This design comes from an exercise in tuning for small area, a short achievable clock period and few clock cycles on the open sky130 flow, not from production work.
At most, simulation tests tie the RTL to the original design; equivalence was not proved.

==> flow/design.v (excerpt) <==
module integer_matrix_multiply (
  input  wire                                   clk,
  input  wire                                   rst,
  input  wire                                   in_valid,
  output logic                                  in_ready,
  input  wire        [1:0]                      operation,
  input  wire        [2:0]                      row_index,
  input  wire        [2:0]                      col_index,
  input  wire signed [15:0]                     element_value,
  output logic                                  out_valid,
  input  wire                                   out_ready,
  output logic       [2:0]                      out_row,
  output logic       [2:0]                      out_col,
  output logic signed [imm_pkg::PROD_WIDTH-1:0] product_value,
  output logic                                  last,
  output logic                                  dim_error,
  input  wire                                   cfg_we,
  input  wire        [1:0]                      cfg_index,
  input  wire        [3:0]                      cfg_data
);
  logic [3:0] a_rows, a_cols, b_rows, b_cols;
  logic [2:0] ar1, ac1, br1, bc1;
  logic       err;
  always_ff @(posedge clk) begin
    if (rst) begin
      a_rows <= 4'd1;
      a_cols <= 4'd1;
      b_rows <= 4'd1;
      b_cols <= 4'd1;
    end else if (cfg_we) begin
      case (cfg_index)
        2'd0: a_rows <= cfg_data;
        2'd1: a_cols <= cfg_data;
        2'd2: b_rows <= cfg_data;
        default: b_cols <= cfg_data;
      endcase
    end
  end
  assign ar1 = imm_pkg::dim_m1(a_rows);
  assign ac1 = imm_pkg::dim_m1(a_cols);
  assign br1 = imm_pkg::dim_m1(b_rows);
  assign bc1 = imm_pkg::dim_m1(b_cols);
  assign err = (ac1 != br1);
  ...
==> flow/config.mk <==
export PLATFORM = sky130hd
export DESIGN_NAME = integer_matrix_multiply
export DESIGN_NICKNAME = integer_matrix_multiply
export VERILOG_FILES = /design/flow/design.v
export SDC_FILE = /design/flow/constraint.sdc
export NUM_CORES = 4
export LEC_CHECK = 0
export ABC_AREA = 1
export CAP_MARGIN = 20
export CORE_MARGIN = 2
export CORE_UTILIZATION = 40
export SLEW_MARGIN = 20
==> flow/constraint.sdc <==
create_clock -name core_clock -period 10.0 [get_ports {clk}]
set_input_delay 2.0000 -clock core_clock [delete_from_list [all_inputs] [get_ports {clk}]]
set_output_delay 2.0000 -clock core_clock [all_outputs]
set_load 0.01 [all_outputs]
standard.sh (not shown) runs the stock make flow with config.mk's settings and CLKGATE_MAP_FILE= SYNTH_SCRIPT=/design/flow/synth_recipe.tcl, a recipe that flattens the netlist after the stock synthesis.
==> flow/flow/run.sh <==
#!/bin/bash
# The standard layout, with the timing repair steps asked to leave more setup slack.
set -euo pipefail
bash standard.sh SETUP_SLACK_MARGIN=6.5 finish > standard.log 2>&1
Testbench counts at the start, summed over its fixed seeds: cycles 11,975.
Rerun with:
--- a/flow/design.v
+++ b/flow/design.v
@@ -3785,25 +3785,26 @@
   assign br1 = imm_pkg::dim_m1(b_rows);
   assign bc1 = imm_pkg::dim_m1(b_cols);
   assign err = (ac1 != br1);
   logic        rdy;
   logic        ir_v, sk_v;
   logic [1:0]  ir_op, sk_op;
   logic [2:0]  ir_r, ir_c, sk_r, sk_c;
   logic [15:0] ir_d, sk_d;
   logic        in_fire, ir_go, ir_take;
   assign in_ready = rdy;
   assign in_fire  = in_valid && rdy;
   logic       active, rb_ok;
-  logic [2:0] ii, jj;
+  logic [2:0] ii, jj, ii_n, jj_n;
+  logic [7:0] ii_oh, jj_oh;
   logic       iss, iss_last, rb_load;
   logic       haz_a;
   assign rb_load = active && !rb_ok;
   assign haz_a   = active && (ir_r <= ar1) && (ir_r > ii);
   always_comb begin
     case (ir_op)
       imm_pkg::OP_WRITE_A: ir_go = !haz_a;
       imm_pkg::OP_WRITE_B: ir_go = !active;
       imm_pkg::OP_COMPUTE: ir_go = !active;
       default:             ir_go = 1'b1;
     endcase
     ir_go = ir_go && ir_v;
@@ -3866,60 +3867,79 @@
   assign bc_i     = err ? 3'd0 : bc1;
   assign iss      = active && (occ != 4'd4 || hand);
   assign iss_last = (ii == ar_i) && (jj == bc_i);
   always_ff @(posedge clk) begin
     if (rst) begin
       active <= 1'b0;
     end else if (ir_go && ir_op == imm_pkg::OP_COMPUTE) begin
       active <= 1'b1;
     end else if (iss && iss_last) begin
       active <= 1'b0;
     end
     if (ir_go && ir_op == imm_pkg::OP_COMPUTE) begin
-      ii    <= 3'd0;
-      jj    <= 3'd0;
       rb_ok <= 1'b0;
-    end else begin
-      if (rb_load) rb_ok <= 1'b1;
-      if (iss) begin
-        if (jj == bc_i) begin
-          jj    <= 3'd0;
-          ii    <= ii + 3'd1;
-          rb_ok <= 1'b0;
-        end else begin
-          jj <= jj + 3'd1;
-        end
+    end else if (iss && jj == bc_i) begin
+      rb_ok <= 1'b0;
+    end else if (rb_load) begin
+      rb_ok <= 1'b1;
+    end
+    ii    <= ii_n;
+    jj    <= jj_n;
+    ii_oh <= 8'd1 << ii_n;
+    jj_oh <= 8'd1 << jj_n;
+  end
+  always_comb begin
+    ii_n = ii;
+    jj_n = jj;
+    if (ir_go && ir_op == imm_pkg::OP_COMPUTE) begin
+      ii_n = 3'd0;
+      jj_n = 3'd0;
+    end else if (iss) begin
+      if (jj == bc_i) begin
+        jj_n = 3'd0;
+        ii_n = ii + 3'd1;
+      end else begin
+        jj_n = jj + 3'd1;
       end
     end
   end
   function automatic logic [23:0] booth(logic [15:0] x);
     logic x2, x1, x0;
     for (int m = 0; m < 8; m++) begin
       x2 = x[2*m+1];
       x1 = x[2*m];
       x0 = (m == 0) ? 1'b0 : x[2*m-1];
       booth[3*m]   = x1 ^ x0;
       booth[3*m+1] = (x2 & ~x1 & ~x0) | (~x2 & x1 & x0);
       booth[3*m+2] = x2;
     end
   endfunction
   logic [191:0] rb;
-  logic [127:0] bcol;
+  logic [127:0] bcol, arow, bsel;
+  always_comb begin
+    for (int k = 0; k < 8; k++) begin
+      arow[16*k +: 16] = 16'd0;
+      bsel[16*k +: 16] = 16'd0;
+      for (int x = 0; x < 8; x++) begin
+        arow[16*k +: 16] = arow[16*k +: 16] | ({16{ii_oh[x]}} & a_st[128*x + 16*k +: 16]);
+        bsel[16*k +: 16] = bsel[16*k +: 16] | ({16{jj_oh[x]}} & b_st[128*k + 16*x +: 16]);
+      end
+    end
+  end
   always_ff @(posedge clk) begin
     if (rb_load) begin
       for (int k = 0; k < 8; k++)
-        rb[24*k +: 24] <= (3'(k) <= ac1) ? booth(a_st[128*ii + 16*k +: 16]) : 24'd0;
+        rb[24*k +: 24] <= (3'(k) <= ac1) ? booth(arow[16*k +: 16]) : 24'd0;
     end
-    for (int k = 0; k < 8; k++)
-      bcol[16*k +: 16] <= b_st[128*k + 16*jj +: 16];
+    bcol <= bsel;
   end
   logic        v1, v2, v3;
   logic [34:0] dot;
   imm_dot u_dot (
     .clk(clk),
     .a  (rb),
     .b  (bcol),
     .sum(dot)
   );
   always_ff @(posedge clk) begin
     if (rst) begin
       v1 <= 1'b0;
What happened: The changed run produced a clean layout. Cell area decreases by 2.8%. Non-clock buffer count decreases by 136. Setup slack gets worse by 0.060 ns. Clock-buffer cell count increases by 2. Global-route usage decreases by 0.94 points.
The RTL of the second run of this note was laid out without a check of its function.

## static timing again, ports no longer ideal
No port has a modelled driver above. Below, the same layouts with a new extraction and two added sets of constraints.
Step 1 sets driving cells, clkbuf_16 on the clock port and buf_2 on the other inputs (assumed; they add their load-dependent delay and slew).
Step 2 also shifts input and output timing later by t, the mid clock arrival at the registers, as if the neighbouring blocks saw the same clock.
a / b / c = ideal ports / drivers / drivers and shift; a / b = the first two.
run | shift t [ns] | slack for setup (ns) | hold WS [ns] | worst setup path at the end
the first run | 1.060 | 6.391 / 6.352 / 5.733 | 0.325 / 0.325 / 0.325 | input to register
the second run | 1.062 | 6.331 / 6.331 / 5.661 | 0.312 / 0.312 / 0.312 | input to register
After both steps setup and hold are still met in every run listed. The setup slack of the second run, which loses most, moves by 0.000 ns with the drivers and by -0.670 ns with both steps.
